What follows belongs to an exercise in optimizing a design on an open flow for small area and a short achievable clock period; a production flow would make more cautious choices.
Function was checked by simulation only, so behaviour that the tests miss may differ from the original.
Power figures rest on the tool's default switching activity, not on a simulated workload.

<file path="design/flow/run.sh">
#!/bin/bash
# synth_recipe.tcl (not shown) runs the flow's synth.tcl, then flattens the netlist and writes it again
# the make line also repeats each setting of config.mk as NAME=value (left out here)
make -C /OpenROAD-flow-scripts/flow DESIGN_CONFIG=/design/flow/config.mk WORK_HOME=/design/flow/orfs CLKGATE_MAP_FILE= SYNTH_SCRIPT=/design/flow/synth_recipe.tcl finish
</file>
<file path="design/flow/config.mk">
export PLATFORM = sky130hd
export DESIGN_NAME = ap_ctrl_txn_monitor
export DESIGN_NICKNAME = ap_ctrl_txn_monitor
export VERILOG_FILES = /design/flow/design.v
export SDC_FILE = /design/flow/constraint.sdc
export NUM_CORES = 4
export LEC_CHECK = 0
export CAP_MARGIN = 20
export CORE_MARGIN = 2
export CORE_UTILIZATION = 40
export CTS_BUF_LIST = sky130_fd_sc_hd__clkbuf_16
export CTS_CLUSTER_DIAMETER = 80
export CTS_CLUSTER_SIZE = 25
export SETUP_SLACK_MARGIN = 2.7
export SLEW_MARGIN = 20
</file>
<file path="design/flow/constraint.sdc">
create_clock -name core_clock -period 5.5 [get_ports {clock}]
set_input_delay 1.1000 -clock core_clock [delete_from_list [all_inputs] [get_ports {clock}]]
set_output_delay 1.1000 -clock core_clock [all_outputs]
set_load 0.01 [all_outputs]
</file>
<file path="design/flow/design.v">
module ap_ctrl_txn_monitor #(
    parameter int N_CH      = 8,
    parameter int CNT_W     = 16,
    parameter int TXN_DEPTH = 4,
    parameter int CH_W      = (N_CH > 1) ? $clog2(N_CH) : 1
) (
    input  logic              clock,
    input  logic              reset,
    input  logic              finish,
    input  logic [N_CH-1:0]   ap_start,
    input  logic [N_CH-1:0]   ap_ready,
    input  logic [N_CH-1:0]   ap_done,
    input  logic [N_CH-1:0]   ap_continue,
    input  logic [N_CH-1:0]   clr,
    input  logic              rd_en,
    input  logic [CH_W-1:0]   rd_ch,
    input  logic [2:0]        rd_sel,
    output logic              rd_valid,
    output logic [CNT_W-1:0]  rd_data,
    output logic [N_CH-1:0]   busy,
    output logic [N_CH-1:0]   err,
    output logic              frozen
);
    localparam int RD_N = 2 ** CH_W;
    function automatic logic [CNT_W:0] add_pf(input logic [CNT_W-1:0] a,
                                              input logic [CNT_W-1:0] b, input logic cin);
        logic [CNT_W-1:0] p, gg, pp;
        p  = a ^ b;
        gg = a & b;
        pp = p;
        gg[0] = gg[0] | (p[0] & cin);
        for (int l = 0; (1 << l) < CNT_W; l++)
            for (int i = CNT_W - 1; i >= (1 << l); i--) begin
                gg[i] = gg[i] | (pp[i] & gg[i - (1 << l)]);
                pp[i] = pp[i] & pp[i - (1 << l)];
            end
        add_pf = {gg[CNT_W-1], p ^ {gg[CNT_W-2:0], cin}};
    endfunction
    function automatic logic [CNT_W-1:0] low_ones(input logic [CNT_W-1:0] v);
        low_ones[0] = 1'b1;
        for (int i = 1; i < CNT_W; i++) low_ones[i] = low_ones[i-1] & v[i-1];
    endfunction
    logic [CNT_W-1:0] ts_q;       
    logic             frozen_q;
    logic             rd_valid_q;
    logic [CNT_W-1:0] rd_data_q;
    logic [CNT_W-1:0] rd_val [N_CH];
    always_ff @(posedge clock) begin
        if (!reset) begin
            ts_q     <= '0;
            frozen_q <= 1'b0;
        end else begin
            if (!frozen_q) begin
                ts_q  <= ts_q ^ low_ones(ts_q);
            end
            if (finish) frozen_q <= 1'b1;
        end
    end
    for (genvar g = 0; g < N_CH; g++) begin : g_ch
        logic [CNT_W-1:0] age_q [4];
        logic             busy_q, err_q;
        logic [2:0]       occ_q;
        logic [CNT_W-1:0] txn_q, last_q, min_q, max_q, stall_q;
        logic             ovf_q, unf_q;
        logic             st, dn, empty, full, one;
        logic             push, pop, upd, push_only, pop_only, ovf_set, unf_set;
        logic             popf, pushf, run;
        logic [3:0]       wr_here;
        logic [CNT_W-1:0] age_inc [4];
        logic [CNT_W-1:0] lat;
        logic             ch_rst;
        logic [CNT_W-1:0] ch_val;
        logic             lt, gt;
        assign st    = ap_start[g] & ap_ready[g];
        assign dn    = ap_done[g] & ap_continue[g];
        assign empty = (occ_q == 3'd0);
        assign full  = occ_q[2];
        assign one   = (occ_q == 3'd1);
        assign run   = !frozen_q;
        assign push_only = st & ~dn & ~full;
        assign ovf_set   = st & ~dn & full;
        assign pop_only  = dn & ~st & ~empty;
        assign unf_set   = dn & ~st & empty;
        assign upd       = (st & dn) | pop_only;
        assign pop       = dn & ~empty;           
        assign push      = push_only | (st & dn & ~empty);
        assign popf      = pop & run;
        assign pushf     = push & run;
        assign lat    = empty ? '0 : age_q[0];
        logic [CNT_W:0] lt_w, gt_w;
        logic [CNT_W-1:0] tpre, spre;
        logic           tsat, ssat;
        assign lt_w   = add_pf(age_q[0], ~min_q, 1'b1);    
        assign gt_w   = add_pf(max_q, ~age_q[0], 1'b1);    
        assign lt     = ~lt_w[CNT_W];
        assign gt     = ~gt_w[CNT_W];
        for (genvar i = 0; i < 4; i++) begin : g_age
            logic [CNT_W-1:0] pre;
            assign wr_here[i] = pushf && (pop ? (occ_q == 3'(i + 1)) : (occ_q == 3'(i)));
            assign pre        = low_ones(age_q[i]);
            assign age_inc[i] = age_q[i] ^ ({CNT_W{run}} & pre);
        end
        always_ff @(posedge clock) begin
            for (int i = 0; i < 4; i++)
                if (wr_here[i])           age_q[i] <= CNT_W'(1);
                else if (popf && i < 3)   age_q[i] <= age_inc[(i + 1) % 4];
                else                      age_q[i] <= age_inc[i];
        end
        assign tpre = low_ones(txn_q);
        assign spre = low_ones(stall_q);
        assign tsat = tpre[CNT_W-1] & txn_q[CNT_W-1];
        assign ssat = spre[CNT_W-1] & stall_q[CNT_W-1];
        assign ch_rst    = !reset || (clr[g] && !frozen_q);
        always_ff @(posedge clock) begin
            if (ch_rst) begin
                busy_q   <= 1'b0;
                err_q    <= 1'b0;
                occ_q    <= '0;
                txn_q    <= '0;
                last_q   <= '0;
                min_q    <= '1;
                max_q    <= '0;
                stall_q  <= '0;
                ovf_q    <= 1'b0;
                unf_q    <= 1'b0;
            end else if (!frozen_q) begin
                err_q  <= err_q | ovf_set | unf_set;
                busy_q <= ~(err_q | ovf_set | unf_set) & (push_only | (~empty & ~(pop_only & one)));
                if (push_only) occ_q <= occ_q + 3'd1;
                else if (pop_only) occ_q <= occ_q - 3'd1;
                if (upd) begin
                    txn_q  <= txn_q ^ ({CNT_W{~tsat}} & tpre);
                    last_q <= lat;
                    if (empty || lt) min_q <= lat;
                    if (!empty && gt) max_q <= age_q[0];
                end
                if (ap_done[g] && !ap_continue[g])
                    stall_q <= stall_q ^ ({CNT_W{~ssat}} & spre);
                if (ovf_set) ovf_q <= 1'b1;
                if (unf_set) unf_q <= 1'b1;
            end
        end
        logic chs;
        assign chs = (rd_ch == CH_W'(g));
        always_comb begin
            ch_val = ({CNT_W{chs & (rd_sel == 3'd0)}} & txn_q)
                   | ({CNT_W{chs & (rd_sel == 3'd1)}} & last_q)
                   | ({CNT_W{chs & (rd_sel == 3'd2)}} & min_q)
                   | ({CNT_W{chs & (rd_sel == 3'd3)}} & max_q)
                   | ({CNT_W{chs & (rd_sel == 3'd4)}} & stall_q)
                   | ({CNT_W{chs & (rd_sel == 3'd5)}} & CNT_W'(occ_q))
                   | ({CNT_W{chs & (rd_sel == 3'd6)}} & {{(CNT_W-2){1'b0}}, unf_q, ovf_q});
        end
        assign rd_val[g] = ch_val;
        assign busy[g]   = busy_q;
        assign err[g]    = err_q;
    end
    logic [CNT_W-1:0] rd_or;
    always_comb begin
        rd_or = (rd_sel == 3'd7 && int'(rd_ch) < N_CH) ? ts_q : '0;
        for (int i = 0; i < N_CH; i++) rd_or = rd_or | rd_val[i];
    end
    always_ff @(posedge clock) begin
        if (!reset) begin
            rd_valid_q <= 1'b0;
            rd_data_q  <= '0;
        end else begin
            rd_valid_q <= rd_en;
            if (rd_en) rd_data_q <= rd_or;
        end
    end
    assign rd_valid = rd_valid_q;
    assign rd_data  = rd_data_q;
    assign frozen   = frozen_q;
endmodule
</file>
==> out/qor.yml, run 1 <==
status: "no timing/DRC/antenna violations"
dpl_worst_slack_ns: 0.693
ys_seq_area_frac: 0.386
crit_cells: 10
postPlaceCellArea_mm2: 0.0682
crit_type: "input port to register"
grt_usage: 0.339
drv_slew: 0
fillers: 15600
r2r_end: "ts_q[15]"
synth.avg_cell_area_um2: 8.50
async_flop_share: 0
start_util: 0.402
drt_pass1_iterations: 6
ys.flop_type: "dfxtp_1"
worst_pin_slew_ns: 1.13
layout_commonest_cell: "dfxtp_1"
cts_sinks: 1242
multi_input_area_mm2: 0.0380
grt_max_degree: 88
crit_buf_inv: 3
fin_tns_setup_ns: 0
finalCritPeriodShare: 0.528
grt_pass1_wl_um: 400000
design_area_mm2: 0.0737
slowest_delay_ns: 0.37
wirelength_um: 288000
area.sequential_mm2: 0.0250
cts_root_buf: "clkbuf_16"
cp_max_fo: 15
vias_per_cell: 5.93
grt_overflow: 0
cp_top_family: "simple AND/OR/NAND/NOR gates"
post_drt_wl_per_cell_um: 29.2
drc: 0
ant_nets: 0
slowest_stage: "nor4_2"
setup_viol: 0
grt_pass1_vias: 53400
syn2layout_area_growth_pct: 14.4
slew_headroom: 0.228
gp_congestion: 1.11
cts_buffers: 88
cp.required_ns: 6.08
ys.warnings.count: 18
rsz0062_at_grt: "true"
cp-end-kind: "register"
crit_path_frequent_cell: "buf_4"
finalHoldViolations: 0
cts_buffer_depth: 3
vias: 58400
die_w_um: 405
vdd_drop_max_v: 0.000311
hpwl_um: 222000
worst_slack_ns: 2.60
port-buffer-count: 83
synth-seq-cells: 1242
synth_cell_types: 85
netlist_instances: 7585
reg2reg_from: "ts_q[1]"
skew_ns: 0.0539
p_leak_nw: 28.5
first_iter_violations: 6588
final_nets: 8007
num_rows: 147
rr_worst_depth: 17
fin_crit_ns: 2.90
grt_antenna_before_repair: 30
cts_max_level: 3
clk_latency_ns: 0.76
reg2reg_slack_ns: 2.60
p_per_area_mw_per_mm2: 368
dieArea_mm2: 0.164
max-cap-violations: 0
cp-start-kind: "input port"
die_y_um: 405
drive_above_1_share: 0.104
cp_cell_sequence: "buf_4 > nand3b_1 > buf_4 > nor2_1 > buf_4 > a22o_1 > a221oi_2 > nand3_2 > nor4_2 > a21oi_1"
clkTransAtPathRegs_ns: 0.08
crit_start: "rd_sel[2]"
ios: 84
arrival_ns: 3.48
cts_tree: "yes"
crit_end: "rd_data_q[7]"
syn_area_mm2: 0.0645
synth-edff-count: 0
syn_nets: 7985
mostFrequentLayoutCells: "dfxtp_1, nor2_1, nand2_1"
coreArea_mm2: 0.160
fmax_mhz: 345
power_mw: 27.1
hold_class: "register to register"
[power by group]
part,switching (mW),internal (mW)
Clock,4.01,3.45
Sequential,2.24,10.8
Combinational,3.62,2.98
Total,9.87,17.3
[Yosys cell counts (31+ instances only)]
cell | count | share of area
a21o_1 | 49 | 0.0057
a32oi_1 | 36 | 0.0049
and4b_1 | 31 | 0.0048
a221oi_1 | 55 | 0.0075
or3_1 | 49 | 0.0048
nand2_1 | 473 | 0.028
ha_1 | 350 | 0.068
dfxtp_1 | 1242 | 0.39
nor2b_1 | 52 | 0.0050
a22o_1 | 55 | 0.0075
xor2_1 | 268 | 0.036
mux2i_1 | 118 | 0.018
inv_1 | 363 | 0.021
xnor2_1 | 366 | 0.050
nand4_1 | 183 | 0.018
nor4_1 | 49 | 0.0048
a221o_1 | 80 | 0.012
a22oi_1 | 320 | 0.037
nor2_1 | 1109 | 0.065
clkbuf_1 | 352 | 0.021
a21oi_1 | 297 | 0.023
buf_1 | 34 | 0.0020
nor3_1 | 172 | 0.013
a211oi_1 | 329 | 0.038
o21ai_0 | 171 | 0.013
and3_1 | 74 | 0.0072
nand3b_1 | 34 | 0.0040
and2_1 | 86 | 0.0083
nand3_1 | 307 | 0.024
a31oi_1 | 58 | 0.0056
[state kept, by name, summed over array words and instances, names as in the netlist]
name	count
g_ch.age_q	512
g_ch.last_q	128
g_ch.max_q	128
g_ch.min_q	128
g_ch.stall_q	128
g_ch.txn_q	128
g_ch.occ_q	24
rd_data_q	16
ts_q	16
g_ch.busy_q	8
g_ch.err_q	8
g_ch.ovf_q	8
g_ch.unf_q	8
frozen_q	1
rd_valid_q	1
[routing by layer]
layer / routed length [um] / track usage
met5: 115 / 0
met4: 14800 / 0.158
met3: 18900 / 0.0503
met2: 123000 / 0.512
met1: 130000 / 0.472
[area by class of cell]
| cell class | count | share of cell area |
|---|---|---|
| multi-input combinational | 5554 | 0.516 |
| sequential | 1242 | 0.339 |
| timing repair buffer | 358 | 0.0454 |
| inverter | 363 | 0.0187 |
| tap | 2160 | 0.0367 |
| clock inverter | 73 | 0.0137 |
| antenna | 11 | 0.000373 |
| clock buffer | 90 | 0.0306 |
[worst min path at each step]
stage | start | end | depth (start not counted)
2_1_floorplan | g_ch[6].last_q[10] | g_ch[6].last_q[10] | 2
3_3_place_gp | g_ch[2].busy_q | g_ch[2].busy_q | 2
3_5_place_dp | g_ch[2].busy_q | g_ch[2].busy_q | 2
4_1_cts | g_ch[2].busy_q | g_ch[2].busy_q | 2
5_1_grt | g_ch[2].busy_q | g_ch[2].busy_q | 2
6_report | g_ch[2].busy_q | g_ch[2].busy_q | 2
[logic make-up (layout without fill, tap and decap cells)]
group	count (synthesis)	count (layout)	synth area share
flip-flops	1242	1242	0.386
multiplexers	118	118	0.0183
buffers and inverters	795	884	0.0484
other	0	11	0
XOR/XNOR	634	634	0.0862
adder cells (fa/ha/maj)	350	350	0.0679
AND/OR/NAND/NOR	2785	2786	0.211
AO/OA/AOI/OAI	1661	1666	0.183
[per-stage QoR]
stage	utilization	hold slack (ns)	std cells
after floorplan	-	0.431	7585
after global placement	0.426	0.455	9561
after detailed placement	0.426	0.461	9562
after CTS	0.455	0.471	9796
after global routing	0.460	0.481	9842
final	0.460	0.467	9851
[worst register-to-register path: stages, from the launching register on]
cell,delay [ns]
dfxtp_4,0.37
ha_4,0.16
ha_4,0.16
ha_4,0.16
ha_4,0.16
ha_4,0.16
ha_4,0.15
ha_4,0.15
ha_4,0.15
ha_4,0.16
ha_4,0.16
ha_4,0.15
ha_4,0.15
ha_4,0.15
ha_4,0.15
nand2_2,0.06
xnor2_1,0.06
and2_1,0.15
[what timing repair did]
action                     4_1_cts  5_1_grt
pin swaps                       22       29
setup endpoints to repair      554      546
resized for setup              224      113
hold buffers                     0        0
gates cloned                     7        7
buffers inserted                64       37
==> run 2: changes to the inputs <==
--- a/design/flow/design.v
+++ b/design/flow/design.v
@@ -24,9 +24,8 @@
     localparam int RD_N = 2 ** CH_W;
-    function automatic logic [CNT_W:0] add_pf(input logic [CNT_W-1:0] a,
-                                              input logic [CNT_W-1:0] b, input logic cin);
-        logic [CNT_W-1:0] p, gg, pp;
-        p  = a ^ b;
+    function automatic logic add_cout(input logic [CNT_W-1:0] a,
+                                      input logic [CNT_W-1:0] b, input logic cin);
+        logic [CNT_W-1:0] gg, pp;
         gg = a & b;
-        pp = p;
-        gg[0] = gg[0] | (p[0] & cin);
+        pp = a | b;
+        gg[0] = gg[0] | (pp[0] & cin);
         for (int l = 0; (1 << l) < CNT_W; l++)
@@ -36,7 +35,10 @@
             end
-        add_pf = {gg[CNT_W-1], p ^ {gg[CNT_W-2:0], cin}};
+        add_cout = gg[CNT_W-1];
     endfunction
     function automatic logic [CNT_W-1:0] low_ones(input logic [CNT_W-1:0] v);
-        low_ones[0] = 1'b1;
-        for (int i = 1; i < CNT_W; i++) low_ones[i] = low_ones[i-1] & v[i-1];
+        logic [CNT_W-1:0] pa;
+        pa = {v[CNT_W-2:0], 1'b1};
+        for (int l = 0; (1 << l) < CNT_W; l++)
+            for (int i = CNT_W - 1; i >= (1 << l); i--) pa[i] = pa[i] & pa[i - (1 << l)];
+        low_ones = pa;
     endfunction
@@ -89,9 +91,6 @@
         assign lat    = empty ? '0 : age_q[0];
-        logic [CNT_W:0] lt_w, gt_w;
         logic [CNT_W-1:0] tpre, spre;
         logic           tsat, ssat;
-        assign lt_w   = add_pf(age_q[0], ~min_q, 1'b1);    
-        assign gt_w   = add_pf(max_q, ~age_q[0], 1'b1);    
-        assign lt     = ~lt_w[CNT_W];
-        assign gt     = ~gt_w[CNT_W];
+        assign lt     = ~add_cout(age_q[0], ~min_q, 1'b1);    
+        assign gt     = ~add_cout(max_q, ~age_q[0], 1'b1);    
         for (genvar i = 0; i < 4; i++) begin : g_age
--- a/design/flow/config.mk
+++ b/design/flow/config.mk
@@ -13,3 +13,3 @@
 export CTS_CLUSTER_SIZE = 25
-export SETUP_SLACK_MARGIN = 2.7
+export SETUP_SLACK_MARGIN = 3.0
 export SLEW_MARGIN = 20
==> run 2 against run 1 <==
Still clean. Routed wire length rose by 0.79%. First-iteration DRC count shrank 13%. Via count rose by 0.25%. Critical path type is now register to register. Critical endpoint is now g_ch[7].min_q[2]. Highest routed layer unchanged.
==> out/qor.yml, run 2 <==
grt_max_degree: 88  # unchanged
rr_worst_depth: 10  # -7
ys.flop_type: "dfxtp_1"
synth_top_area_cell: "dfxtp_1"
slowest_delay_ns: 0.42  # +0.05 ns
cts_buffer_depth: 3  # unchanged
syn_nets: 7441  # -6.8%
postPlaceCellArea_mm2: 0.0649  # -4.9%
instances_no_fill: 9844  # -0.071%
cp-start-kind: "register"
fin_tns_setup_ns: 0  # unchanged
start_util: 0.403  # +0.00117
mostFrequentLayoutCells: "nor2_1, dfxtp_1, nand2_1"
grt_usage: 0.351  # +0.0124
num_rows: 143  # -2.7%
reg2reg_slack_ns: 2.51  # -0.09 ns
ys.warnings.count: 18  # unchanged
final_nets: 7892  # -1.4%
crit_type: "register to register"
coreArea_mm2: 0.152  # -5.1%
fin_crit_ns: 2.99  # +0.0858 ns
ys_seq_area_frac: 0.405  # +0.0194
clk_latency_ns: 0.74  # -0.02 ns
die_w_um: 396  # -2.4%
cts_sinks: 1242  # unchanged
die_y_um: 396  # -2.4%
ios: 84  # unchanged
syn_area_mm2: 0.0614  # -4.8%
cts_root_buf: "clkbuf_16"
grt_pass1_vias: 53100  # -0.55%
cts_max_level: 3  # unchanged
clkTransAtPathRegs_ns: 0.10  # +0.02 ns
first_iter_violations: 5752  # -13%
vias_per_cell: 5.95  # +0.32%
wirelength_um: 290000  # +0.79%
syn2layout_area_growth_pct: 29.5
finalCritPeriodShare: 0.543  # +0.0156
power_mw: 27.6  # +1.9%
drive_above_1_share: 0.262  # +0.158
arrival_ns: 3.60  # +0.12 ns
setup_viol: 0  # unchanged
vias: 58600  # +0.25%
async_flop_share: 0  # unchanged
cp_max_fo: 8  # -7
post_drt_wl_per_cell_um: 29.5  # +0.86%
design_area_mm2: 0.0795  # +7.8%
synth_common_cells: "dfxtp_1, nor2_1, nand2_1, xnor2_1, clkbuf_1"
drc: 0  # unchanged
hold_class: "register to register"
vdd_drop_max_v: 0.000295  # -5.3%
rsz0062_at_grt: "true"
r2r_end: "g_ch[7].min_q[2]"
synth-edff-count: 0  # unchanged
fmax_mhz: 335  # -2.9%
netlist_instances: 7294  # -3.8%
grt_antenna_before_repair: 31  # +3.3%
cp-end-kind: "register"
synth_area_leaders: "dfxtp_1, nor2_1, xnor2_1"
slew_headroom: 0.352  # +0.124
skew_ns: 0.0439  # -0.00995 ns
reg2reg_from: "g_ch[7].age_q[0][9]"
drv_slew: 0  # unchanged
cp_cell_sequence: "and2b_1 > o21ai_1 > maj3_2 > maj3_2 > maj3_2 > o31a_1 > a211oi_4 > buf_6 > o21ai_4 > a221o_1"
hold_end: "g_ch[0].busy_q"
synth-seq-cells: 1242  # unchanged
cts_buffers: 80  # -9.1%
fin_util: 0.523  # +0.0625
synth_cell_types: 96  # +13%
p_per_area_mw_per_mm2: 348  # -5.5%
ant_nets: 0  # unchanged
cp.required_ns: 6.12  # +0.04 ns
port-buffer-count: 83  # unchanged
synth_top_area_share: 0.405  # +0.0194
crit_path_frequent_cell: "maj3_2"
whs_path_depth: 2  # unchanged
max-cap-violations: 0  # unchanged
grt_pass1_wl_um: 398000  # -0.45%
layout_commonest_cell: "nor2_1"
drt_pass1_iterations: 8  # +2
largest-register: "g_ch.age_q"
synth.avg_cell_area_um2: 8.41  # -0.99%
placed_cells: 9059  # -5.3%
yosysMostFrequentCell: "dfxtp_1"
worstHoldStart: "g_ch[0].busy_q"
crit_start: "g_ch[7].age_q[0][9]"
largest_reg_flops: 512  # unchanged
status: "no timing/DRC/antenna violations"
worst_pin_slew_ns: 0.972  # -0.156 ns
hpwl_um: 211000  # -4.8%
dieArea_mm2: 0.157  # -4.7%
gp_congestion: 1.07  # -3.2%
cts_tree: "yes"
slowest_stage: "a221o_1"
p_leak_nw: 29.3  # +2.7%
finalHoldViolations: 0  # unchanged
grt_overflow: 0  # unchanged
run 2: logic make-up (layout without fill, tap and decap cells):
kind of cell,after synthesis,after routing,synth area share
DFF,1242,1242,0.405
adders and majority gates,161,161,0.0304
xor gates and xnor gates,712,712,0.102
other,0,10,0
buffers and inverters,678,1169,0.0441
muxes,101,101,0.0165
AOI/OAI and AO/OA,1477,1483,0.178
and+or+nand+nor,2923,2936,0.224
run 2: where the power goes:
| part | leakage, nW | switching (mW) | internal (mW) | total [mW] |
|---|---|---|---|---|
| Sequential | 10.3 | 2.38 | 10.9 | 13.2 |
| Clock | 1.42 | 3.78 | 3.24 | 7.02 |
| Combinational | 17.6 | 3.78 | 3.62 | 7.39 |
| Total | 29.3 | 9.93 | 17.7 | 27.6 |
run 2: how the worst max path moves through the flow:
stage / end / slack, ns / depth (start not counted)
after floorplan: rd_data_q[3] / 2.63 / 9
after global placement: rd_data_q[0] / 0.80 / 11
after detailed placement: rd_data_q[9] / 0.83 / 10
after CTS: g_ch[7].min_q[8] / 2.62 / 10
after global routing: g_ch[7].min_q[2] / 2.48 / 10
final: g_ch[7].min_q[2] / 2.51 / 10
run 2: through the flow:
| stage | setup slack, ns | hold slack (ns) |
|---|---|---|
| 2_1_floorplan | 2.63 | 0.431 |
| 3_3_place_gp | 0.796 | 0.455 |
| 3_5_place_dp | 0.833 | 0.462 |
| 4_1_cts | 2.62 | 0.476 |
| 5_1_grt | 2.48 | 0.482 |
| 6_report | 2.51 | 0.471 |
run 2: repair_timing:
action                                   CTS  global route
hold buffers                               0             0
endpoints found under the setup margin  1049           677
pin swaps                                321           421
resized for setup                        941           678
cloned                                    29            17
buffers inserted                         350           238
run 2: worst max-delay path: cells and delay by family, from the launching register on:
| family | cells | cell delay [ns] |
|---|---|---|
| AND/OR/NAND/NOR | 1 | 0.22 |
| buffers and inverters | 1 | 0.16 |
| adder cells (fa/ha/maj) | 3 | 0.95 |
| AO/OA/AOI/OAI | 5 | 1.17 |
| flip-flops | 1 | 0.38 |
run 2: area by class of cell:
cell class	count	area (um^2)
multi-input cells	5393	39800
flip-flops and latches	1242	25400
repair inverters	1	11.3
repair buffers	801	7880
fillers	13900	72600
diodes	10	25.0
inverters	226	896
clock buffers	84	2100
well taps	2030	2540
clock inverters	57	841
run 2: layer usage:
| layer | vias up | global-route usage | part of all wire |
|---|---|---|---|
| met2 | 2210 | 0.537 | 0.44 |
| li1 | 26700 | - | - |
| met4 | 18 | 0.166 | 0.060 |
| met3 | 493 | 0.0603 | 0.070 |
| met5 | - | 0 | 0.00040 |
| met1 | 29100 | 0.479 | 0.43 |
==> run 3: changes to the inputs <==
--- a/design/flow/design.v
+++ b/design/flow/design.v
@@ -63,3 +63,4 @@
         logic             busy_q, err_q;
-        logic [2:0]       occ_q;
+        logic [4:0]       occ_q;      
+        logic [2:0]       occ_bin;
         logic [CNT_W-1:0] txn_q, last_q, min_q, max_q, stall_q;
@@ -77,5 +78,6 @@
         assign dn    = ap_done[g] & ap_continue[g];
-        assign empty = (occ_q == 3'd0);
-        assign full  = occ_q[2];
-        assign one   = (occ_q == 3'd1);
+        assign empty = occ_q[0];
+        assign one   = occ_q[1];
+        assign full  = occ_q[4];
+        assign occ_bin = {occ_q[4], occ_q[2] | occ_q[3], occ_q[1] | occ_q[3]};
         assign run   = !frozen_q;
@@ -97,3 +99,3 @@
             logic [CNT_W-1:0] pre;
-            assign wr_here[i] = pushf && (pop ? (occ_q == 3'(i + 1)) : (occ_q == 3'(i)));
+            assign wr_here[i] = pushf && (pop ? occ_q[i + 1] : occ_q[i]);
             assign pre        = low_ones(age_q[i]);
@@ -116,3 +118,3 @@
                 err_q    <= 1'b0;
-                occ_q    <= '0;
+                occ_q    <= 5'b00001;
                 txn_q    <= '0;
@@ -127,4 +129,4 @@
                 busy_q <= ~(err_q | ovf_set | unf_set) & (push_only | (~empty & ~(pop_only & one)));
-                if (push_only) occ_q <= occ_q + 3'd1;
-                else if (pop_only) occ_q <= occ_q - 3'd1;
+                if (push_only) occ_q <= {occ_q[3:0], 1'b0};
+                else if (pop_only) occ_q <= {1'b0, occ_q[4:1]};
                 if (upd) begin
@@ -149,3 +151,3 @@
                    | ({CNT_W{chs & (rd_sel == 3'd4)}} & stall_q)
-                   | ({CNT_W{chs & (rd_sel == 3'd5)}} & CNT_W'(occ_q))
+                   | ({CNT_W{chs & (rd_sel == 3'd5)}} & CNT_W'(occ_bin))
                    | ({CNT_W{chs & (rd_sel == 3'd6)}} & {{(CNT_W-2){1'b0}}, unf_q, ovf_q});
--- a/design/flow/config.mk
+++ b/design/flow/config.mk
@@ -13,3 +13,4 @@
 export CTS_CLUSTER_SIZE = 25
-export SETUP_SLACK_MARGIN = 3.0
+export SETUP_SLACK_MARGIN = 3.6
 export SLEW_MARGIN = 20
+export TNS_END_PERCENT = 0
==> run 3 against run 2 <==
Final area is 11% lower. Critical path depth fell by 1. Still clean on timing, DRC and antenna. Cell count shrank 3.8%. Largest power group unchanged.
==> out/qor.yml, run 3 <==
ys.flop_type: "dfxtp_1"
cp.required_ns: 6.12  # about the same
cts_root_buf: "clkbuf_16"
synth_area_leaders: "dfxtp_1, nor2_1, xnor2_1"
fin_util: 0.463  # -0.0593
rsz0062_at_grt: "true"
grt_max_degree: 91  # +3.4%
synth-simple-area-share: 0.225  # +0.00138
async_flop_share: 0  # unchanged
synth_xor_area_frac: 0.0995  # -0.00207
clkTransAtPathRegs_ns: 0.10  # about the same
die_w_um: 396  # +0.11%
p_per_area_mw_per_mm2: 355  # +2.0%
cp_max_fo: 13  # +5
wirelength_um: 276000  # -5.0%
syn2layout_area_growth_pct: 14.7
netlist_instances: 7366  # +0.99%
synth_top_family_by_area: "simple AND/OR/NAND/NOR gates"
ant_nets: 0  # unchanged
post_drt_wl_per_cell_um: 29.1  # -1.2%
cts_buffer_depth: 3  # unchanged
grt_antenna_before_repair: 36  # +16%
synthAdderAreaFrac: 0.0202  # -0.0103
synth_mux_area_frac: 0.0161  # -0.000403
drt_pass1_iterations: 6  # -2
yosysMostFrequentCell: "nor2_1"
grt_pass1_wl_um: 387000  # -2.8%
gp_congestion: 1.07  # +0.14%
synth-seq-cells: 1258  # +1.3%
grt_pass1_vias: 51600  # -2.9%
layout_commonest_cell: "nor2_1"
die_y_um: 396  # +0.11%
synth_common_cells: "nor2_1, dfxtp_1, nand2_1, xnor2_1, clkbuf_1"
finalHoldViolations: 0  # unchanged
synth_top_area_share: 0.410  # +0.00432
synth_top_area_cell: "dfxtp_1"
cts_tree: "yes"
dieArea_mm2: 0.157  # +0.22%
num_rows: 143  # unchanged
grt_usage: 0.340  # -0.0105
cp-start-kind: "input port"
worst_pin_slew_ns: 1.16  # +0.188 ns
first_iter_violations: 5248  # -8.8%
synth-edff-count: 0  # unchanged
clk_latency_ns: 0.76  # +0.02 ns
cp-end-kind: "register"
port-buffer-count: 83  # unchanged
skew_ns: 0.0430  # -0.000930 ns
drive_above_1_share: 0.111  # -0.151
ys.warnings.count: 18  # unchanged
fillers: 14800  # +6.9%
fin_crit_ns: 2.84  # -0.147 ns
intPower_mw: 16.5  # -6.8%
ys_seq_area_frac: 0.410  # +0.00432
drv_slew: 0  # unchanged
final_nets: 7465  # -5.4%
p_leak_nw: 25.6  # -13%
vias_per_cell: 5.93  # -0.40%
syn_nets: 7465  # +0.32%
max-cap-violations: 0  # unchanged
syn_area_mm2: 0.0615  # +0.22%
coreArea_mm2: 0.152  # +0.12%
fin_tns_setup_ns: 0  # unchanged
drc: 0  # unchanged
slew_headroom: 0.227  # -0.125
hold_class: "register to register"
ios: 84  # unchanged
vdd_drop_max_v: 0.000284  # -3.5%
area.sequential_mm2: 0.0253  # -0.40%
status: "no timing/DRC/antenna violations"
finalCritPeriodShare: 0.516  # -0.0267
crit_type: "input port to register"
hpwl_um: 212000  # +0.36%
setup_viol: 0  # unchanged
multi_input_area_mm2: 0.0353  # -11%
grt_overflow: 0  # unchanged
p_sw_frac: 0.341  # -0.0184
cts_sinks: 1258  # +1.3%
seq_power_share: 0.505  # +0.026
pwr-share-clk: 0.285  # +0.031
synth.avg_cell_area_um2: 8.35  # -0.76%
largest_reg_flops: 512  # unchanged
start_util: 0.404  # +0.000413
p_sw_mw: 8.53  # -14%
cts_max_level: 3  # unchanged
mostFrequentLayoutCells: "nor2_1, dfxtp_1, nand2_1"
pwr-share-comb: 0.210  # -0.057
fmax_mhz: 352  # +5.2%
vias: 56200  # -4.2%
cts_buffers: 82  # +2.5%
synth_compound_area_frac: 0.183  # +0.00514
synth_cell_types: 101  # +5.2%
arrival_ns: 3.46  # -0.14 ns
largest-register: "g_ch.age_q"
run 3: critical path: stages:
cell,delay (ns)
buf_4,0.16
nand3b_1,0.23
buf_6,0.21
nor2_1,0.10
buf_4,0.26
a221oi_2,0.57
nand4_1,0.21
nor3_1,0.50
a21oi_1,0.12
run 3: power by group through the flow:
stage	logic [mW]	clock network [mW]	registers (mW)
after floorplan	4.35	0	12.0
after detailed placement	4.96	0	12.8
after global routing	5.93	7.61	12.9
final	5.25	7.14	12.6
after global placement	4.86	0	12.7
after CTS	5.16	7.29	12.6
run 3: final timing paths:
| check | from | end | slack (ns) | cells after the start |
|---|---|---|---|---|
| worst max-delay path | rd_sel[0] | rd_data_q[6] | 2.66 | 9 |
| worst max register to register | frozen_q | g_ch[7].age_q[0][15] | 2.90 | 9 |
| worst min register to register | g_ch[3].min_q[1] | g_ch[3].min_q[1] | 0.47 | 1 |
| worst min-delay path | g_ch[3].min_q[1] | g_ch[3].min_q[1] | 0.47 | 1 |
run 3: logic make-up (layout without fill, tap and decap cells):
logic type | count (synthesis) | in the layout
simple gates | 2976 | 2977
compound gates | 1524 | 1524
flops | 1258 | 1258
buf+inv | 700 | 763
xor+xnor | 699 | 699
fa+ha+maj | 110 | 110
mux | 99 | 99
other cells | 0 | 12
run 3: timing repair:
| action | in CTS | in global routing |
|---|---|---|
| cloned | 3 | 1 |
| gates resized for setup | 317 | 192 |
| hold buffers | 0 | 0 |
| pin swaps | 48 | 55 |
| setup buffers | 89 | 60 |
| endpoints found under the hold margin | 0 | 0 |
| setup endpoints to repair | 1290 | 1283 |
run 3: area by class of cell:
| type | count | area share |
|---|---|---|
| multi-input cells | 5409 | 0.500 |
| flip-flops and latches | 1258 | 0.358 |
| repair buffers | 364 | 0.0489 |
| well taps | 2030 | 0.0360 |
| clock buffers | 82 | 0.0291 |
| inverters | 251 | 0.0135 |
| clock inverters | 66 | 0.0135 |
| diodes | 12 | 0.000426 |
run 3: stage by stage:
step	worst slack, ns	cells	cell area (um^2)	hold WS [ns]	total power, mW
6_report	2.66	9472	70600	0.471	25.0
3_5_place_dp	0.811	9159	64300	0.450	17.7
3_3_place_gp	0.822	9157	64300	0.451	17.6
5_1_grt	2.80	9460	70500	0.507	26.4
4_1_cts	2.85	9399	69200	0.471	25.0
2_1_floorplan	2.70	7366	61600	0.432	16.3
run 3: layer usage:
layer | wire [um] | global-route usage | vias to the layer above
li1 | - | - | 26000
met1 | 122000 | 0.462 | 27800
met2 | 118000 | 0.518 | 1889
met3 | 18300 | 0.0597 | 435
met4 | 16700 | 0.170 | 24
met5 | 144 | 0 | -
==> run 4: changes to the inputs <==
--- a/design/flow/config.mk
+++ b/design/flow/config.mk
@@ -13,2 +13,3 @@
 export CTS_CLUSTER_SIZE = 25
+export PLACE_DENSITY = 0.75
 export SETUP_SLACK_MARGIN = 3.6
==> run 4 against run 3 <==
Power down 1.8%. Fmax grew 4.1%. Critical path depth unchanged. Via count up 1.3%. Clock power shrank 6.4%. Final area down 1.2%. Critical endpoint is now rd_data_q[5]. Largest power group unchanged.
==> out/qor.yml, run 4 <==
status: "no timing/DRC/antenna violations"
hold_class: "register to register"
ant_nets: 0  # unchanged
synth_area_leaders: "dfxtp_1, nor2_1, xnor2_1"
p_leak_nw: 25.1  # -1.8%
cts_root_buf: "clkbuf_16"
drc: 0  # unchanged
vdd_drop_max_v: 0.000324  # +14%
synth_common_cells: "nor2_1, dfxtp_1, nand2_1, xnor2_1, clkbuf_1"
clk_latency_ns: 0.77  # about the same
async_flop_share: 0  # unchanged
cp_max_fo: 13  # unchanged
cp-end-kind: "register"
syn_area_mm2: 0.0615  # unchanged
grt_pass1_wl_um: 382000  # -1.2%
fin_crit_ns: 2.73  # -0.112 ns
netlist_instances: 7366  # unchanged
yosysMostFrequentCell: "nor2_1"
ios: 84  # unchanged
synth_top_area_cell: "dfxtp_1"
skew_ns: 0.0587  # +0.0157 ns
dieArea_mm2: 0.157  # unchanged
drive_above_1_share: 0.102  # -0.00862
gp_congestion: 1.13  # +5.5%
first_iter_violations: 6649  # +27%
num_rows: 143  # unchanged
syn2layout_area_growth_pct: 13.4
wirelength_um: 272000  # -1.2%
layout_commonest_cell: "nor2_1"
synth-seq-cells: 1258  # unchanged
hpwl_um: 209000  # -1.7%
cp_top_family: "simple AND/OR/NAND/NOR gates"
final_nets: 7433  # -0.43%
port-buffer-count: 83  # unchanged
grt_usage: 0.336  # -0.00400
fmax_mhz: 366  # +4.1%
vias: 56900  # +1.3%
ys.flop_type: "dfxtp_1"
cts_max_level: 3  # unchanged
rsz0062_at_grt: "true"
slowest_stage: "a221oi_1"
crit_path_frequent_cell: "nor2_1"
crit_buf_inv: 2  # -1
cp_cell_sequence: "buf_4 > nor2_1 > nand2_2 > nor2_1 > buf_6 > a221oi_1 > nand3_1 > nor4_2 > a31oi_1"
p_per_area_mw_per_mm2: 353  # -0.59%
fillers: 14500  # -2.4%
mostFrequentLayoutCells: "nor2_1, dfxtp_1, nand2_1"
cp.required_ns: 6.09  # -0.03 ns
synth-edff-count: 0  # unchanged
max-cap-violations: 0  # unchanged
hold_ws_ns: 0.481  # +0.0100 ns
cts_buffer_depth: 3  # unchanged
grt_pass1_vias: 52200  # +1.3%
cts_tree: "yes"
worst_pin_slew_ns: 0.990  # -0.171 ns
drv_slew: 0  # unchanged
finalHoldViolations: 0  # unchanged
synth_cell_types: 101  # unchanged
slowest_delay_ns: 0.44  # -0.13 ns
arrival_ns: 3.32  # -0.14 ns
die_w_um: 396  # unchanged
synth.avg_cell_area_um2: 8.35  # unchanged
setup_viol: 0  # unchanged
cts_hold_buffers: 0  # unchanged
fin_tns_setup_ns: 0  # unchanged
largest_reg_flops: 512  # unchanged
largest-register: "g_ch.age_q"
coreArea_mm2: 0.152  # unchanged
cts_buffers: 78  # -4.9%
synth_top_area_share: 0.410  # unchanged
grt_max_degree: 91  # unchanged
clkTransAtPathRegs_ns: 0.10  # about the same
crit_type: "input port to register"
die_y_um: 396  # unchanged
cp-start-kind: "input port"
grt_antenna_before_repair: 42  # +17%
ys_seq_area_frac: 0.410  # unchanged
post_drt_wl_per_cell_um: 28.9  # -0.72%
cts_sinks: 1258  # unchanged
ys.warnings.count: 18  # unchanged
start_util: 0.404  # unchanged
syn_nets: 7465  # unchanged
vias_per_cell: 6.03  # +1.8%
grt_overflow: 0  # unchanged
drt_pass1_iterations: 9  # +3
finalCritPeriodShare: 0.496  # -0.0203
slew_headroom: 0.339  # +0.113
run 4: cell counts after synthesis:
No cell type changed its count.
run 4: worst register-to-register path, cell delays in order (launching register included):
cell and delay, ns:
dfxtp_1 0.73, inv_1 0.16, a211oi_1 0.39, a2111oi_4 0.08, o41a_1 0.51, nand3_4 0.13
o21ai_2 0.11, buf_6 0.18, a221o_1 0.29
run 4: timing repair:
item | 4_1_cts | 5_1_grt
setup buffers | 106 | 17
pin swaps | 54 | 21
cloned | 9 | 0
setup endpoints to repair | 1272 | 1278
resized for setup | 382 | 76
run 4: power breakdown:
part / switching [mW] / internal (mW) / total, mW
clock network: 3.73 / 2.96 / 6.68
registers: 1.88 / 10.8 / 12.6
logic: 2.79 / 2.47 / 5.26
total: 8.40 / 16.2 / 24.6
run 4: cells by family after synthesis:
group                    Yosys count  synth area share
buffers and inverters            700            0.0460
AO/OA/AOI/OAI                   1524             0.183
adder cells (fa/ha/maj)          110            0.0202
AND/OR/NAND/NOR                 2976             0.225
XOR/XNOR                         699            0.0995
flip-flops                      1258             0.410
multiplexers                      99            0.0161
run 4: final timing paths:
path                                           to  depth (start not counted)              from  slack [ns]
worst max-delay path                 rd_data_q[5]                          9         rd_sel[1]        2.77
worst min-delay path             g_ch[3].min_q[1]                          1  g_ch[3].min_q[1]        0.48
worst max register to register  g_ch[5].min_q[15]                          8  g_ch[5].min_q[3]        2.80
worst min register to register   g_ch[3].min_q[1]                          1  g_ch[3].min_q[1]        0.48
run 4: final cells by class:
| type | instances | area (um^2) | share of cell area |
|---|---|---|---|
| antenna | 7 | 17.5 | 0.000251 |
| clock buffer | 78 | 1950 | 0.0280 |
| clock inverter | 59 | 781 | 0.0112 |
| inverter | 251 | 958 | 0.0137 |
| multi-input combinational | 5410 | 35000 | 0.502 |
| sequential | 1258 | 25300 | 0.363 |
| tap | 2030 | 2540 | 0.0364 |
| timing repair buffer | 333 | 3180 | 0.0457 |
| timing repair inverter | 2 | 17.5 | 0.000251 |
run 4: layer usage:
| metal | share of wire | vias to the layer above | global-route usage |
|---|---|---|---|
| met5 | 0.00057 | - | 0 |
| met4 | 0.064 | 22 | 0.181 |
| met3 | 0.079 | 450 | 0.0539 |
| met2 | 0.44 | 2430 | 0.524 |
| met1 | 0.42 | 28000 | 0.446 |
| li1 | - | 26000 | - |
run 4: stage by stage:
step	utilization	cells	setup WS, ns	total power [mW]	cell area [um^2]
floorplan	-	7366	2.70	16.3	61600
detailed placement	0.422	9151	1.01	17.7	64200
global placement	0.422	9151	0.899	17.4	64200
global route	0.458	9422	2.73	25.8	69700
CTS	0.455	9403	2.94	24.6	69200
finish	0.458	9428	2.77	24.6	69700
==> run 5: changes to the inputs <==
--- a/design/flow/config.mk
+++ b/design/flow/config.mk
@@ -9,3 +9,3 @@
 export CORE_MARGIN = 2
-export CORE_UTILIZATION = 40
+export CORE_UTILIZATION = 55
 export CTS_BUF_LIST = sky130_fd_sc_hd__clkbuf_16
==> run 5 against run 4 <==
Synthesized cell count did not move. Non-clock buffer count increased by 17. Highest routed layer unchanged. Sequential power about the same. Routed wire length fell by 2.5%. Critical endpoint is now g_ch[1].age_q[2][14]. First-iteration DRC count grew 15%. Cell count is 6.0% lower. Power decreased by 2.9%. Global-route usage rose by 11 points. Utilization increased by 16 points. Worst setup slack lost 0.039 ns.
==> out/qor.yml, run 5 <==
status: "no timing/DRC/antenna violations"
cp-start-kind: "register"
synth-edff-count: 0  # unchanged
synth_top_area_share: 0.410  # unchanged
wirelength_um: 265000  # -2.5%
start_util: 0.555  # +0.151
fmax_mhz: 361  # -1.4%
syn_area_mm2: 0.0615  # unchanged
hold_ws_ns: 0.489  # +0.00811 ns
cts_tree: "yes"
vias: 58200  # +2.4%
die_y_um: 338  # -15%
cp_max_fo: 6  # -7
largest_reg_flops: 512  # unchanged
clk_latency_ns: 0.71  # -0.06 ns
grt_pass1_wl_um: 376000  # -1.6%
fin_crit_ns: 2.77  # +0.0388 ns
ys.warnings.count: 18  # unchanged
p_per_area_mw_per_mm2: 347  # -1.6%
multi_input_area_mm2: 0.0352  # +0.70%
final_nets: 7437  # +0.054%
finalCritPeriodShare: 0.503  # +0.00705
top_layer_used: "met5"
synth_top_area_cell: "dfxtp_1"
pwr-share-clk: 0.242  # -0.030
cts_max_level: 3  # unchanged
synth-seq-cells: 1258  # unchanged
crit_type: "register to register"
cts_buffers: 67  # -14%
power_mw: 23.9  # -2.9%
intPower_mw: 15.8  # -2.5%
synth_common_cells: "nor2_1, dfxtp_1, nand2_1, xnor2_1, clkbuf_1"
gp_congestion: 1.11  # -1.8%
netlist_instances: 7366  # unchanged
syn2layout_area_growth_pct: 11.9
grt_overflow: 0  # unchanged
vias_per_cell: 6.57  # +8.8%
cts_buffer_depth: 3  # unchanged
crit_path_frequent_cell: "buf_12"
synth_cell_types: 101  # unchanged
drv_slew: 0  # unchanged
async_flop_share: 0  # unchanged
cts_root_buf: "clkbuf_16"
port-buffer-count: 83  # unchanged
grt_antenna_before_repair: 39  # -7.1%
slowest_stage: "dfxtp_4"
area.sequential_mm2: 0.0252  # -0.13%
ios: 84  # unchanged
dieArea_mm2: 0.115  # -27%
pwr-share-comb: 0.228  # +0.014
mostFrequentLayoutCells: "nor2_1, dfxtp_1, nand2_1"
grt_max_degree: 90  # -1.1%
setup_viol: 0  # unchanged
hpwl_um: 199000  # -4.5%
drt_pass1_iterations: 7  # -2
p_sw_mw: 8.11  # -3.5%
fin_tns_setup_ns: 0  # unchanged
ys_seq_area_frac: 0.410  # unchanged
largest-register: "g_ch.age_q"
hold_class: "register to register"
cp.required_ns: 6.09  # about the same
skew_ns: 0.0436  # -0.0151 ns
wl_met2_um: 115000  # -4.1%
drive_above_1_share: 0.101  # -0.00106
grt_usage: 0.446  # +0.110
arrival_ns: 3.36  # +0.04 ns
vdd_drop_max_v: 0.000359  # +11%
num_rows: 122  # -15%
worst_pin_slew_ns: 1.07  # +0.0806 ns
yosysMostFrequentCell: "nor2_1"
p_sw_frac: 0.339  # -0.00237
fillers: 8911  # -38%
drc: 0  # unchanged
slew_headroom: 0.281  # -0.0584
coreArea_mm2: 0.111  # -27%
ys.flop_type: "dfxtp_1"
post_drt_wl_per_cell_um: 29.9  # +3.6%
clkTransAtPathRegs_ns: 0.10  # about the same
slowest_delay_ns: 0.37  # -0.07 ns
cp-end-kind: "register"
cts_hold_buffers: 0  # unchanged
max-cap-violations: 0  # unchanged
wl_met3_um: 24700  # +15%
synth_area_leaders: "dfxtp_1, nor2_1, xnor2_1"
cp_cell_sequence: "buf_12 > buf_16 > buf_12 > and4b_2 > and4_4 > nand4_1 > nor3_4 > buf_4 > nand3_4 > xnor2_4 > nor2_2 > a211oi_2"
synth.avg_cell_area_um2: 8.35  # unchanged
first_iter_violations: 7679  # +15%
wl_met1_um: 108000  # -5.4%
p_leak_nw: 25.1  # about the same
grt_pass1_vias: 53600  # +2.5%
syn_nets: 7465  # unchanged
die_w_um: 338  # -15%
finalHoldViolations: 0  # unchanged
seq_power_share: 0.530  # +0.016
ant_nets: 0  # unchanged
layout_commonest_cell: "nor2_1"
rsz0062_at_grt: "true"
cts_sinks: 1258  # unchanged
run 5: cells by family after synthesis:
logic type | after synthesis | synth area share
adders and majority gates | 110 | 0.0202
AOI/OAI and AO/OA | 1524 | 0.183
DFF | 1258 | 0.410
buffers and inverters | 700 | 0.0460
and+or+nand+nor | 2976 | 0.225
xor gates and xnor gates | 699 | 0.0995
muxes | 99 | 0.0161
run 5: final cells by class:
class | count | share of cell area
sequential | 1258 | 0.367
tap | 1488 | 0.0270
clock buffer | 68 | 0.0247
antenna | 18 | 0.000654
timing repair buffer | 350 | 0.0497
inverter | 251 | 0.0139
clock inverter | 23 | 0.00549
multi-input combinational | 5410 | 0.512
run 5: power by group through the flow:
stage	clock network (mW)	logic, mW	registers [mW]
detailed placement	0	5.00	12.8
CTS	5.77	5.27	12.6
floorplan	0	4.35	12.0
finish	5.78	5.44	12.7
global route	6.10	6.01	12.9
global placement	0	4.77	12.6
run 5: per-layer routing:
metal	GRT usage	up-vias
met5	0	-
met3	0.0865	644
met4	0.261	30
li1	-	25900
met1	0.589	28500
met2	0.680	3081
run 5: worst max-delay path, delay by kind of cell, from the launching register on:
family | cells | cell delay (ns)
XOR/XNOR | 1 | 0.20
AO/OA/AOI/OAI | 1 | 0.26
flip-flops | 1 | 0.37
buffers and inverters | 4 | 0.67
AND/OR/NAND/NOR | 6 | 1.13
run 5: path summary, 6_finish.rpt:
path	start	end	slack, ns	cells after the start
min	g_ch[7].busy_q	g_ch[7].busy_q	0.49	2
max	frozen_q	g_ch[1].age_q[2][14]	2.73	12
min reg2reg	g_ch[7].busy_q	g_ch[7].busy_q	0.49	2
max reg2reg	frozen_q	g_ch[1].age_q[2][14]	2.73	12
run 5: repair_timing:
item / in CTS / in global routing
gates cloned: 5 / 2
setup endpoints to repair: 1286 / 1275
hold endpoints to repair: 0 / 0
pin swaps: 73 / 36
gates resized for setup: 384 / 77
setup buffers: 110 / 38
run 5: per-stage QoR:
step	worst slack, ns	cells	util	instance area, um^2
floorplan	2.70	7366	-	61600
global placement	0.948	8601	0.573	63500
detailed placement	0.942	8602	0.573	63500
CTS	2.89	8808	0.614	68100
global route	2.64	8850	0.621	68800
finish	2.73	8866	0.621	68800
==> run 6: changes to the inputs <==
--- a/design/flow/config.mk
+++ b/design/flow/config.mk
@@ -9,3 +9,3 @@
 export CORE_MARGIN = 2
-export CORE_UTILIZATION = 55
+export CORE_UTILIZATION = 40
 export CTS_BUF_LIST = sky130_fd_sc_hd__clkbuf_16
@@ -13,3 +13,3 @@
 export CTS_CLUSTER_SIZE = 25
-export PLACE_DENSITY = 0.75
+export PLACE_DENSITY = 0.85
 export SETUP_SLACK_MARGIN = 3.6
==> run 6 against run 5 <==
Largest power group unchanged. Critical path type is now input port to register. Die area is 37% higher. Synthesized cell count stayed put. Power grew 2.2%. Flip-flop and latch count is the same. Utilization down 16 points. Register-to-register slack gained 0.097 ns.
==> out/qor.yml, run 6 <==
status: "no timing/DRC/antenna violations"
pwr-share-comb: 0.221  # -0.007
gp_congestion: 1.11  # -0.16%
setup_viol: 0  # unchanged
vias_per_cell: 6.10  # -7.2%
drv_slew: 0  # unchanged
port-buffer-count: 83  # unchanged
fin_crit_ns: 2.76  # -0.00264 ns
grt_antenna_before_repair: 38  # -2.6%
hold_end: "g_ch[7].busy_q"
worst_pin_slew_ns: 1.19  # +0.119 ns
max-cap-violations: 0  # unchanged
async_flop_share: 0  # unchanged
vias: 57700  # -0.84%
design_area_mm2: 0.0702  # +2.0%
synth_area_leaders: "dfxtp_1, nor2_1, xnor2_1"
drive_above_1_share: 0.113  # +0.0117
synth_top_area_cell: "dfxtp_1"
grt_overflow: 0  # unchanged
crit_type: "input port to register"
ys.warnings.count: 18  # unchanged
ys_seq_area_frac: 0.410  # unchanged
finalHoldViolations: 0  # unchanged
post_drt_wl_per_cell_um: 29.5  # -1.3%
hold_class: "register to register"
reg2reg_slack_ns: 2.83  # +0.10 ns
die_w_um: 396  # +17%
ys.flop_type: "dfxtp_1"
arrival_ns: 3.39  # +0.03 ns
clkTransAtPathRegs_ns: 0.09  # about the same
num_rows: 143  # +17%
finalCritPeriodShare: 0.503  # about the same
worstHoldStart: "g_ch[7].busy_q"
first_iter_violations: 6289  # -18%
skew_ns: 0.0459  # +0.00229 ns
vdd_drop_max_v: 0.000371  # +3.4%
synth-edff-count: 0  # unchanged
wirelength_um: 280000  # +5.4%
r2r_end: "g_ch[2].min_q[15]"
crit_buf_inv: 3  # -1
mostFrequentLayoutCells: "nor2_1, dfxtp_1, nand2_1"
netlist_instances: 7366  # unchanged
drc: 0  # unchanged
rsz0062_at_grt: "true"
cp_top_family: "compound AO/OA/AOI/OAI gates"
synth_common_cells: "nor2_1, dfxtp_1, nand2_1, xnor2_1, clkbuf_1"
grt_pass1_vias: 53400  # -0.24%
reg2reg_from: "g_ch[2].min_q[15]"
cts_sinks: 1258  # unchanged
fin_tns_setup_ns: 0  # unchanged
hold_ws_ns: 0.467  # -0.0217 ns
cp_max_fo: 10  # +4
cts_hold_buffers: 0  # unchanged
cp-end-kind: "register"
start_util: 0.404  # -0.151
postPlaceCellArea_mm2: 0.0643  # +1.2%
cp.required_ns: 6.12  # +0.03 ns
p_leak_nw: 25.4  # +1.3%
slew_headroom: 0.207  # -0.0739
rr_worst_depth: 9  # -3
fillers: 14200  # +59%
whs_path_depth: 2  # unchanged
grt_usage: 0.344  # -0.102
p_sw_mw: 8.42  # +3.9%
fmax_mhz: 362  # about the same
synth.avg_cell_area_um2: 8.35  # unchanged
layout_commonest_cell: "nor2_1"
synth-seq-cells: 1258  # unchanged
p_per_area_mw_per_mm2: 348  # +0.18%
coreArea_mm2: 0.152  # +37%
largest-register: "g_ch.age_q"
synth_cell_types: 101  # unchanged
cts_buffer_depth: 3  # unchanged
syn_nets: 7465  # unchanged
hpwl_um: 215000  # +7.8%
synth_top_area_share: 0.410  # unchanged
cts_buffers: 75  # +12%
ant_nets: 0  # unchanged
syn2layout_area_growth_pct: 14.2
drt_pass1_iterations: 6  # -1
final_nets: 7480  # +0.58%
cts_max_level: 3  # unchanged
syn_area_mm2: 0.0615  # unchanged
cts_tree: "yes"
cts_root_buf: "clkbuf_16"
grt_max_degree: 91  # +1.1%
ios: 84  # unchanged
seq_power_share: 0.520  # -0.010
intPower_mw: 16.0  # +1.3%
dieArea_mm2: 0.157  # +37%
slowest_stage: "a222oi_1"
cp_cell_sequence: "clkbuf_4 > or3b_4 > nor2_2 > buf_6 > a222oi_1 > nand4_1 > buf_6 > nor2_2 > nor2_1"
grt_pass1_wl_um: 390000  # +3.8%
yosysMostFrequentCell: "nor2_1"
slowest_delay_ns: 1.01  # +0.64 ns
cp-start-kind: "input port"
largest_reg_flops: 512  # unchanged
pwr-share-clk: 0.260  # +0.018
die_y_um: 396  # +17%
p_sw_frac: 0.345  # +0.00551
clk_latency_ns: 0.74  # +0.03 ns
==> run 6: changes by cell type in the layout (fill, tap and decap cells not counted), sizes merged <==
cell and change:
dlygate4sd2 -3, clkdlybuf4s50 -2, bufbuf -1, buf +35, o21ai -1, bufinv -4, clkdlybuf4s15 +1, nand2 +1
dlymetal6s2s +3, inv +16, clkinvlp +4, diode -2, clkinv +4, clkbuf +11
==> run 6: worst min-delay path, stage by stage, from the launching register on <==
cell and delay [ns]:
dfxtp_1 0.32, nand2_1 0.06, a21oi_1 0.05
==> run 6: final cells by class <==
type                            instances  area (um^2)  share of cell area
Inverter                              251          958              0.0136
Sequential cell                      1258        25300               0.360
Tap cell                             2030         2540              0.0362
Clock buffer                           77         1930              0.0274
Multi-Input combinational cell       5410        35300               0.503
Antenna cell                           16         40.0            0.000570
Clock inverter                         43          557             0.00793
Timing Repair Buffer                  385         3620              0.0515
==> run 6: power groups by stage <==
stage | clock network (mW) | registers (mW) | logic, mW
2_1_floorplan | 0 | 12.0 | 4.35
6_report | 6.34 | 12.7 | 5.39
3_5_place_dp | 0 | 12.8 | 5.00
3_3_place_gp | 0 | 12.6 | 4.80
4_1_cts | 6.40 | 12.6 | 5.22
5_1_grt | 6.71 | 12.9 | 6.03
==> run 6: worst max-delay path by stage <==
stage | slack [ns] | depth (start not counted) | end | startpoint
5_1_grt | 2.76 | 9 | g_ch[0].min_q[7] | g_ch[0].age_q[0][14]
6_report | 2.74 | 9 | rd_data_q[4] | rd_ch[2]
2_1_floorplan | 2.70 | 8 | rd_data_q[11] | rd_sel[1]
3_3_place_gp | 0.86 | 9 | rd_data_q[12] | rd_sel[0]
4_1_cts | 2.85 | 3 | frozen | frozen_q
3_5_place_dp | 0.87 | 9 | rd_data_q[12] | rd_sel[0]
==> run 6: repair_timing <==
item,in CTS,in global routing
pin swaps,48,51
cloned,5,2
buffers inserted,99,74
gates resized for setup,329,190
setup endpoints to repair,1274,1281
==> run 6: cells by family after synthesis <==
group	count (synthesis)	share of synthesized area
AO/OA/AOI/OAI	1524	0.183
AND/OR/NAND/NOR	2976	0.225
multiplexers	99	0.0161
buffers and inverters	700	0.0460
adder cells (fa/ha/maj)	110	0.0202
XOR/XNOR	699	0.0995
flip-flops	1258	0.410
==> run 6: through the flow <==
step | power (mW) | utilization | instances | setup WS, ns
after global routing | 25.6 | 0.461 | 9456 | 2.76
final | 24.4 | 0.461 | 9470 | 2.74
after CTS | 24.2 | 0.452 | 9378 | 2.85
after floorplan | 16.3 | - | 7366 | 2.70
after global placement | 17.4 | 0.422 | 9154 | 0.863
after detailed placement | 17.8 | 0.422 | 9154 | 0.869
==> run 6: layer usage <==
layer | global-route usage | vias up | wire, um
li1 | - | 26100 | -
met1 | 0.456 | 28400 | 117000
met2 | 0.534 | 2685 | 122000
met3 | 0.0588 | 578 | 21900
met4 | 0.181 | 16 | 18400
met5 | 0 | - | 114
==> run 7: changes to the inputs <==
--- a/design/flow/config.mk
+++ b/design/flow/config.mk
@@ -11,5 +11,5 @@
 export CTS_BUF_LIST = sky130_fd_sc_hd__clkbuf_16
-export CTS_CLUSTER_DIAMETER = 80
-export CTS_CLUSTER_SIZE = 25
-export PLACE_DENSITY = 0.85
+export CTS_CLUSTER_DIAMETER = 100
+export CTS_CLUSTER_SIZE = 30
+export PLACE_DENSITY = 0.75
 export SETUP_SLACK_MARGIN = 3.6
==> run 7 against run 6 <==
Still clean on timing, DRC and antenna. Combinational power fell by 1%. Synthesized cell count did not move. Routed wire length fell by 2.7%. Critical path type unchanged.
==> out/qor.yml, run 7 <==
status: "no timing/DRC/antenna violations"
setup_viol: 0  # unchanged
synthAdderAreaFrac: 0.0202  # unchanged
slowest_stage: "nor4_1"
synth_mux_area_frac: 0.0161  # unchanged
cp-start-kind: "input port"
vias_per_cell: 6.05  # -0.82%
synth_top_area_cell: "dfxtp_1"
cts_buffers: 54  # -28%
final_nets: 7444  # -0.48%
num_rows: 143  # unchanged
whs_path_depth: 1  # -1
p_leak_nw: 25.0  # -1.7%
synth-edff-count: 0  # unchanged
netlist_instances: 7366  # unchanged
ant_nets: 0  # unchanged
arrival_ns: 3.32  # -0.07 ns
instances_no_fill: 9407  # -0.67%
cp-end-kind: "register"
synth_top_family_by_area: "simple AND/OR/NAND/NOR gates"
worst_pin_slew_ns: 0.987  # -0.202 ns
grt_usage: 0.334  # -0.00954
r2r_end: "g_ch[0].min_q[11]"
grt_pass1_vias: 52200  # -2.4%
grt_max_degree: 91  # unchanged
ys.warnings.count: 18  # unchanged
async_flop_share: 0  # unchanged
cts_hold_buffers: 0  # unchanged
wirelength_um: 272000  # -2.7%
synth.avg_cell_area_um2: 8.35  # unchanged
grt_pass1_wl_um: 381000  # -2.4%
syn2layout_area_growth_pct: 12.8
reg2reg_slack_ns: 2.78  # -0.05 ns
die_w_um: 396  # unchanged
drc: 0  # unchanged
largest_reg_flops: 512  # unchanged
yosysMostFrequentCell: "nor2_1"
ys.flop_type: "dfxtp_1"
synth-seq-cells: 1258  # unchanged
cts_sinks: 1258  # unchanged
synth_top_area_share: 0.410  # unchanged
slew_headroom: 0.342  # +0.135
synth_compound_area_frac: 0.183  # unchanged
cp.required_ns: 6.10  # -0.02 ns
dieArea_mm2: 0.157  # unchanged
die_y_um: 396  # unchanged
coreArea_mm2: 0.152  # unchanged
ys_seq_area_frac: 0.410  # unchanged
max-cap-violations: 0  # unchanged
crit_type: "input port to register"
drive_above_1_share: 0.107  # -0.00573
clk_latency_ns: 0.75  # about the same
reg2reg_from: "g_ch[0].min_q[12]"
rsz0062_at_grt: "true"
drv_slew: 0  # unchanged
slowest_delay_ns: 0.38  # -0.63 ns
cts_root_buf: "clkbuf_16"
fin_tns_setup_ns: 0  # unchanged
cts_max_level: 2  # -1
crit_path_frequent_cell: "buf_4"
synth_cell_types: 101  # unchanged
syn_area_mm2: 0.0615  # unchanged
clkTransAtPathRegs_ns: 0.12  # +0.03 ns
layout_commonest_cell: "nor2_1"
fin_crit_ns: 2.72  # -0.0411 ns
fmax_mhz: 367  # +1.5%
grt_antenna_before_repair: 53  # +39%
hold_class: "register to register"
start_util: 0.404  # unchanged
placed_cells: 9151  # -0.033%
worstHoldStart: "g_ch[3].min_q[1]"
ios: 84  # unchanged
cts_tree: "yes"
vias: 56900  # -1.5%
hpwl_um: 209000  # -2.9%
synth_xor_area_frac: 0.0995  # unchanged
vdd_drop_max_v: 0.000297  # -20%
syn_nets: 7465  # unchanged
rr_worst_depth: 8  # -1
cts_buffer_depth: 3  # unchanged
largest-register: "g_ch.age_q"
synth_common_cells: "nor2_1, dfxtp_1, nand2_1, xnor2_1, clkbuf_1"
cp_cell_sequence: "buf_4 > nand3b_1 > buf_4 > buf_4 > nor2_2 > buf_4 > a22oi_1 > nand4_1 > nor4_1 > a31oi_1"
skew_ns: 0.0592  # +0.0133 ns
drt_pass1_iterations: 8  # +2
cp_max_fo: 15  # +5
hold_end: "g_ch[3].min_q[1]"
port-buffer-count: 83  # unchanged
synth-simple-area-share: 0.225  # unchanged
mostFrequentLayoutCells: "nor2_1, dfxtp_1, nand2_1"
post_drt_wl_per_cell_um: 28.9  # -2.0%
synth_area_leaders: "dfxtp_1, nor2_1, xnor2_1"
first_iter_violations: 6738  # +7.1%
grt_overflow: 0  # unchanged
p_per_area_mw_per_mm2: 333  # -4.2%
finalHoldViolations: 0  # unchanged
gp_congestion: 1.13  # +2.0%
finalCritPeriodShare: 0.495  # -0.00747
## run 7: cell counts after synthesis
Identical to the previous run, type by type.
## run 7: routing by layer
| metal | vias up | routed length, um | GRT usage |
|---|---|---|---|
| met2 | 2410 | 118000 | 0.516 |
| li1 | 26000 | - | - |
| met1 | 28000 | 114000 | 0.438 |
| met3 | 492 | 21400 | 0.0593 |
| met5 | - | 221 | 0 |
| met4 | 34 | 18700 | 0.191 |
## run 7: worst max-delay path, delay by kind of cell
kind            cells  cell delay (ns)
simple gates        4             0.99
compound gates      2             0.39
buf+inv             4             0.83
## run 7: how the worst max path moves through the flow
stage | start | end | slack (ns) | cells after the start
after CTS | frozen_q | frozen | 2.92 | 2
final | rd_ch[1] | rd_data_q[14] | 2.78 | 10
after floorplan | rd_sel[1] | rd_data_q[11] | 2.70 | 8
after global placement | rd_ch[2] | rd_data_q[5] | 0.90 | 9
after detailed placement | rd_sel[1] | rd_data_q[9] | 1.01 | 9
after global routing | g_ch[0].age_q[0][14] | g_ch[0].min_q[10] | 2.75 | 9
## run 7: through the flow
| stage | total power, mW | cell area, um^2 | worst slack [ns] | utilization | hold slack, ns |
|---|---|---|---|---|---|
| after floorplan | 16.3 | 61600 | 2.70 | - | 0.432 |
| after global placement | 17.4 | 64200 | 0.899 | 0.422 | 0.446 |
| after detailed placement | 17.7 | 64200 | 1.01 | 0.422 | 0.455 |
| after CTS | 23.0 | 68300 | 2.92 | 0.448 | 0.480 |
| after global routing | 24.4 | 69300 | 2.75 | 0.455 | 0.493 |
| final | 23.1 | 69400 | 2.78 | 0.456 | 0.486 |
## run 7: area by class of cell
type                    count  area [um^2]
inverters                 251          968
diodes                     13         32.5
well taps                2030         2540
repair inverters            2         20.0
repair buffers            368         3500
fillers                 14500        82900
clock buffers              55         1380
multi-input cells        5410        35300
clock inverters            20          304
flip-flops and latches   1258        25300
## run 7: cell families after synthesis
family | count (synthesis)
AO/OA/AOI/OAI | 1524
XOR/XNOR | 699
adder cells (fa/ha/maj) | 110
buffers and inverters | 700
flip-flops | 1258
multiplexers | 99
AND/OR/NAND/NOR | 2976
## run 7: power by group
part | switching, mW | internal, mW | leakage (nW) | total [mW]
registers | 1.89 | 10.8 | 10.3 | 12.7
logic | 2.83 | 2.51 | 13.8 | 5.33
clock network | 3.20 | 1.92 | 0.825 | 5.12
total | 7.92 | 15.2 | 25.0 | 23.1
## run 7: timing repair
action                     4_1_cts  5_1_grt
pin swaps                       65       67
setup endpoints to repair     1276     1279
cloned                           8        2
resized for setup              399      155
buffers inserted               109       48

-- static timing again, ports no longer ideal --
No port has a modelled driver above. Below, the same layouts with a new extraction and two added sets of constraints. Step 1 (the two cells are an assumption about what drives the block):
set clk [get_ports {clock}]
set_driving_cell -lib_cell sky130_fd_sc_hd__clkbuf_16 $clk
set_driving_cell -lib_cell sky130_fd_sc_hd__buf_2 [delete_from_list [all_inputs] $clk]
Step 2 times the ports against the registers' clock, not the clock port: input delays grow and output delays shrink by t, the midpoint of the rising clock arrivals with the driver on. a / b / c = no drivers / after step 1 / after step 2; a / b = the first two.
run	t (ns)	slack for setup (ns)	worst data-port slew with drivers (ns)
run 1	0.822	2.599 / 2.600 / 1.831	0.11
run 2	0.807	2.513 / 2.513 / 2.078	0.15
run 3	0.825	2.660 / 2.670 / 1.845	0.10
run 4	0.833	2.771 / 2.776 / 1.944	0.10
run 5	0.764	2.733 / 2.733 / 2.015	0.09
run 6	0.814	2.735 / 2.749 / 1.936	0.12
run 7	0.798	2.776 / 2.784 / 2.015	0.11
After both steps every run listed still meets setup and hold. The setup slack of run 4, which loses most, moves by +0.005 ns with the drivers and by -0.827 ns with both steps.
